Background: an optimization exercise with open tools, aiming at a short achievable clock period and few clock cycles per item. Do not read the settings as production practice.
Power figures rest on the tool's default switching activity, not on a simulated workload.

rev 12:
==> module tx_csum, before the edit <==
module tx_csum (
	input wire logic clock,
	input wire logic arst_n_i,
	input wire logic word_valid_i,
	input tx_pkg::word_t word_i,
	input wire logic sof_i,
	input wire logic eof_i,
	output logic csum_push_o,
	output tx_pkg::csum_t csum_o
);
	localparam int CW = tx_pkg::CSUM_WIDTH;
	localparam int AW = CW + 1;
	localparam int TW = CW + 2;
	logic [AW-1:0] lo_q;
	logic [AW-1:0] hi_q;
	logic [AW-1:0] lo_base;
	logic [AW-1:0] hi_base;
	logic [TW-1:0] total;
	logic [AW-1:0] fold;
	tx_pkg::csum_t sum;
	assign lo_base = sof_i ? '0 : lo_q;
	assign hi_base = sof_i ? '0 : hi_q;
	always_ff @(posedge clock) begin
		if (word_valid_i) begin
			lo_q <= AW'(lo_base[CW-1:0]) + AW'(word_i[CW-1:0]) + AW'(lo_base[CW]);
			hi_q <= AW'(hi_base[CW-1:0]) + AW'(word_i[tx_pkg::WORD_WIDTH-1:CW]) + AW'(hi_base[CW]);
		end
	end
	always_ff @(posedge clock or negedge arst_n_i) begin
		if (!arst_n_i)
			csum_push_o <= 1'b0;
		else
			csum_push_o <= word_valid_i && eof_i;
	end
	assign total = TW'(lo_q[CW-1:0]) + TW'(hi_q[CW-1:0]) + TW'(lo_q[CW]) + TW'(hi_q[CW]);
	assign fold = AW'(total[CW-1:0]) + AW'(total[TW-1:CW]);
	assign sum = fold[CW] ? CW'(fold[1:0] + 2'd1) : fold[CW-1:0];
	assign csum_o = ~sum;
endmodule
clock: 9.0 ns
lec_check: 0
cap_margin: 20
core_margin: 2
core_utilization: 60
setup_slack_margin: 5
slew_margin: 20
synth_hierarchical: 1
synth_minimum_keep_size: 0
tns_end_percent: 100
standard.sh (not shown) runs the stock make flow with config.mk's settings and CLKGATE_MAP_FILE= SYNTH_SCRIPT=/design/flow/synth_recipe.tcl, a recipe that flattens the netlist after the stock synthesis.
==> flow/flow/run.sh <==
#!/bin/bash
# The standard layout, with the register read port's pins placed as one group
set -uo pipefail
here=$(pwd)
bash standard.sh PRE_IO_PLACEMENT_TCL="$here/flow/pre_io.tcl" > "$here/standard.log" 2>&1
status=$?
tail -5 "$here/standard.log"
exit $status
==> flow/flow/pre_io.tcl <==
# Keep the register read port together: the address pins in the middle
# of the read data pins, so the read mux sits in one small area
set_io_pin_constraint -group -order -pin_names {reg_rd_data_o[0] reg_rd_data_o[1] reg_rd_data_o[2] reg_rd_data_o[3] reg_rd_data_o[4] reg_rd_data_o[5] reg_rd_data_o[6] reg_rd_data_o[7] reg_rd_data_o[8] reg_rd_data_o[9] reg_rd_data_o[10] reg_rd_data_o[11] reg_rd_data_o[12] reg_rd_data_o[13] reg_rd_data_o[14] reg_rd_data_o[15] reg_addr_i[0] reg_addr_i[1] reg_addr_i[2] reg_addr_i[3] reg_rd_data_o[16] reg_rd_data_o[17] reg_rd_data_o[18] reg_rd_data_o[19] reg_rd_data_o[20] reg_rd_data_o[21] reg_rd_data_o[22] reg_rd_data_o[23] reg_rd_data_o[24] reg_rd_data_o[25] reg_rd_data_o[26] reg_rd_data_o[27] reg_rd_data_o[28] reg_rd_data_o[29] reg_rd_data_o[30] reg_rd_data_o[31]}
Input-level comparison between rev 13 and rev 12:
-- flow/design.v --
<<< rev 12, line 346
);
	localparam int CW = tx_pkg::CSUM_WIDTH;
	localparam int AW = CW + 1;
	localparam int TW = CW + 2;
	logic [AW-1:0] lo_q;
	logic [AW-1:0] hi_q;
	logic [AW-1:0] lo_base;
	logic [AW-1:0] hi_base;
	logic [TW-1:0] total;
	logic [AW-1:0] fold;
	tx_pkg::csum_t sum;
	assign lo_base = sof_i ? '0 : lo_q;
	assign hi_base = sof_i ? '0 : hi_q;
	always_ff @(posedge clock) begin
		if (word_valid_i) begin
			lo_q <= AW'(lo_base[CW-1:0]) + AW'(word_i[CW-1:0]) + AW'(lo_base[CW]);
			hi_q <= AW'(hi_base[CW-1:0]) + AW'(word_i[tx_pkg::WORD_WIDTH-1:CW]) + AW'(hi_base[CW]);
		end
	end
	always_ff @(posedge clock or negedge arst_n_i) begin
		if (!arst_n_i)
			csum_push_o <= 1'b0;
		else
			csum_push_o <= word_valid_i && eof_i;
	end
	assign total = TW'(lo_q[CW-1:0]) + TW'(hi_q[CW-1:0]) + TW'(lo_q[CW]) + TW'(hi_q[CW]);
	assign fold = AW'(total[CW-1:0]) + AW'(total[TW-1:CW]);
	assign sum = fold[CW] ? CW'(fold[1:0] + 2'd1) : fold[CW-1:0];
	assign csum_o = ~sum;
>>> rev 13, line 346
);
	localparam int CW = tx_pkg::CSUM_WIDTH;
	localparam int AW = CW + 2;
	localparam int FW = CW + 1;
	logic [AW-1:0] acc_q;
	logic [AW-1:0] base;
	logic [AW-1:0] acc_d;
	logic [FW-1:0] fold;
	tx_pkg::csum_t sum;
	assign base = sof_i ? '0 : acc_q;
	assign acc_d = AW'(base[CW-1:0]) + AW'(base[AW-1:CW])
		+ AW'(word_i[CW-1:0]) + AW'(word_i[tx_pkg::WORD_WIDTH-1:CW]);
	always_ff @(posedge clock) begin
		if (word_valid_i)
			acc_q <= acc_d;
	end
	assign csum_push_o = word_valid_i && eof_i;
	assign fold = FW'(acc_d[CW-1:0]) + FW'(acc_d[AW-1:CW]);
	assign sum = fold[CW] ? CW'(fold[1:0] + 2'd1) : fold[CW-1:0];
	assign csum_o = ~sum;
Notes after the runs:
Rev 13 finished every step from synthesis to the final layout, and the layout passed the timing, DRC and antenna checks. Rev 13: height of the die is 2.0% lower than what rev 12 reported. Average wire per cell in the routed design: rev 13 vs rev 12 up about 6%. Changes observed in rev 13 relative to rev 12: wire length of the first global-routing pass rose by about 0.7%, post-place setup slack -1.57 ns. Rev 12 → rev 13: setup slack after layout decreased 1.23 ns, worst reg2reg path depth went up 1. Row leakage component of the power: rev 13 lower / rev 12 higher. sequential cells as the group drawing the most power was reported by rev 12, and combinational logic by rev 13.
No functional check of the RTL was part of any run of this note.

-- re-timing with driven ports --
The results above use ideal ports. As a check the final layouts listed here were re-extracted and re-timed, cells and wires unchanged.
Step 1, drivers: a clkbuf_16 drives clock and a buf_2 each remaining input, both assumed.
Step 2 moves the port delays by t, midway between the first and last clock arrival at a register: inputs arrive t later, outputs are due t later. That takes back most of the time a late clock gives input paths.
a / b / c = ideal ports / drivers / drivers and shift; a / b = the first two.
run	shift t [ns]	setup WS [ns]	hold slack, ns	worst setup path at the end
rev 12	0.670	4.013 / 4.013 / 3.969	0.461 / 0.461 / 0.461	input to register
rev 13	0.669	2.778 / 2.755 / 2.085	0.464 / 0.464 / 0.464	input to register
After both steps every run listed still meets setup and hold. For rev 13, which loses most, drivers alone change the setup slack by -0.023 ns; drivers and shift together by -0.693 ns.
